From an optimization exercise on the open Yosys and OpenROAD flow, aimed at small area; shortcuts taken in it are not production practice.
Function was checked by simulation only, so behaviour that the tests miss may differ from the original.
No activity file was given, so power comes from the tool's default toggle rates.

==> module pulse_gen, before the edit <==
module pulse_gen
(
   input  logic        clk_160,
   input  logic        clr,          
   input  logic [15:0] period_n,     
   input  logic [5:0]  length_n,     
   output logic        pulse
);
   logic [15:0] cnt1;
   logic [15:0] inc;             
   logic [16:0] c;               
   logic [8:0]  g_lo;            
   logic [8:0]  g_hi0;           
   logic [8:0]  g_hi1;           
   logic        wrap;
   logic [6:0]  g_len;           
   assign c[0] = 1'b1;
   for (genvar i = 0; i < 16; i++)
   begin : g_inc
      half_add ha_i (.a(cnt1[i]), .b(c[i]), .s(inc[i]), .co(c[i+1]));
   end
   assign g_lo[0]  = 1'b1;
   assign g_hi0[0] = 1'b0;
   assign g_hi1[0] = 1'b1;
   for (genvar i = 0; i < 8; i++)
   begin : g_cmp
      maj3 lo_i  (.a(cnt1[i]),   .b(period_n[i]),   .c(g_lo[i]),  .y(g_lo[i+1]));
      maj3 hi0_i (.a(cnt1[8+i]), .b(period_n[8+i]), .c(g_hi0[i]), .y(g_hi0[i+1]));
      maj3 hi1_i (.a(cnt1[8+i]), .b(period_n[8+i]), .c(g_hi1[i]), .y(g_hi1[i+1]));
   end
   assign g_len[0] = 1'b0;
   for (genvar i = 0; i < 6; i++)
   begin : g_lcmp
      maj3 len_i (.a(cnt1[i]), .b(length_n[i]), .c(g_len[i]), .y(g_len[i+1]));
   end
   assign wrap = g_lo[8] ? g_hi1[8] : g_hi0[8];
   always_ff @(posedge clk_160)
   begin
      if (clr || wrap)
         cnt1 <= 16'd1;
      else
         cnt1 <= inc;
      if (clr)
         pulse <= 1'b0;
      else
         pulse <= (period_n != '1) && (cnt1[15:6] == '0) && !g_len[6];
   end
endmodule
Settings: LEC_CHECK=0, CAP_MARGIN=20, CORE_MARGIN=2, CORE_UTILIZATION=60, GPL_TIMING_DRIVEN=0, PLACE_DENSITY=0.75, SLEW_MARGIN=20, SYNTH_HIERARCHICAL=1, SYNTH_MINIMUM_KEEP_SIZE=0; clock period 5.0 ns.
standard.sh (not shown) runs the stock make flow with config.mk's settings and CLKGATE_MAP_FILE= SYNTH_SCRIPT=/design/flow/synth_recipe.tcl, a recipe that flattens the netlist after the stock synthesis.
==> flow/flow/run.sh <==
#!/bin/bash
# Layout: the standard ORFS flow (standard.sh), with two changes to how
# the layout is made:
#  - port buffers use the smallest buffer cell (buf_1)
#  - clock tree: clkbuf_8 only, clusters of up to 15 sinks, no dummy loads
# Every tool's output goes to flow.log here; ORFS keeps its per-step logs
# under orfs/logs.
set -euo pipefail
export BUFFER_PORTS_ARGS="-buffer_cell sky130_fd_sc_hd__buf_1"
export CTS_ARGS="-sink_clustering_enable -repair_clock_nets -sink_clustering_size 15 -sink_clustering_max_diameter 60 -buf_list sky130_fd_sc_hd__clkbuf_8 -dont_use_dummy_load"
bash standard.sh > flow.log 2>&1
Rerun with:
--- a/flow/design.v
+++ b/flow/design.v
@@ -202,26 +202,31 @@
    logic [8:0]  g_lo;            
    logic [8:0]  g_hi0;           
    logic [8:0]  g_hi1;           
    logic        wrap;
    logic [6:0]  g_len;           
-   assign c[0] = 1'b1;
-   for (genvar i = 0; i < 16; i++)
+   assign inc[0] = !cnt1[0];
+   assign c[1]   = cnt1[0];
+   for (genvar i = 1; i < 16; i++)
    begin : g_inc
       half_add ha_i (.a(cnt1[i]), .b(c[i]), .s(inc[i]), .co(c[i+1]));
    end
    assign g_lo[0]  = 1'b1;
    assign g_hi0[0] = 1'b0;
    assign g_hi1[0] = 1'b1;
-   for (genvar i = 0; i < 8; i++)
+   assign g_lo[1]  = cnt1[0] | period_n[0];
+   assign g_hi0[1] = cnt1[8] & period_n[8];
+   assign g_hi1[1] = cnt1[8] | period_n[8];
+   for (genvar i = 1; i < 8; i++)
    begin : g_cmp
       maj3 lo_i  (.a(cnt1[i]),   .b(period_n[i]),   .c(g_lo[i]),  .y(g_lo[i+1]));
       maj3 hi0_i (.a(cnt1[8+i]), .b(period_n[8+i]), .c(g_hi0[i]), .y(g_hi0[i+1]));
       maj3 hi1_i (.a(cnt1[8+i]), .b(period_n[8+i]), .c(g_hi1[i]), .y(g_hi1[i+1]));
    end
    assign g_len[0] = 1'b0;
-   for (genvar i = 0; i < 6; i++)
+   assign g_len[1] = cnt1[0] & length_n[0];
+   for (genvar i = 1; i < 6; i++)
    begin : g_lcmp
       maj3 len_i (.a(cnt1[i]), .b(length_n[i]), .c(g_len[i]), .y(g_len[i+1]));
    end
    assign wrap = g_lo[8] ? g_hi1[8] : g_hi0[8];
    always_ff @(posedge clk_160)
The changed run passed the timing, design-rule and antenna checks; power is lower by 0.31%; critical path depth is lower by 1; synthesized area is about the same; non-clock buffer count is higher by 2; final cell count is lower by 1.0%.

static timing again, ports no longer ideal:
The flow's constraints put no driver on any port. The routed layouts listed below were extracted and timed again, unchanged, in two steps.
Step 1: set_driving_cell puts a clkbuf_16 on clk_160 and a buf_2 on each other input, an assumption about the parent block.
Step 2 moves the port delays by t, midway between the first and last clock arrival at a register: inputs arrive t later, outputs are due t later. That takes back most of the time a late clock gives input paths.
Slacks: ideal / step 1 / step 2; pairs: ideal / step 1.
run	t, ns	setup WS [ns]	latest minus earliest clock arrival (ns)	worst data-port slew with drivers (ns)
the first run	0.647	1.181 / 1.181 / 0.629	0.072 / 0.073	0.10
the second run	0.629	1.151 / 1.151 / 0.754	0.061 / 0.060	0.12
After both steps setup and hold are still met in every run listed. For the first run, which loses most, drivers alone change the setup slack by 0.000 ns; drivers and shift together by -0.552 ns.
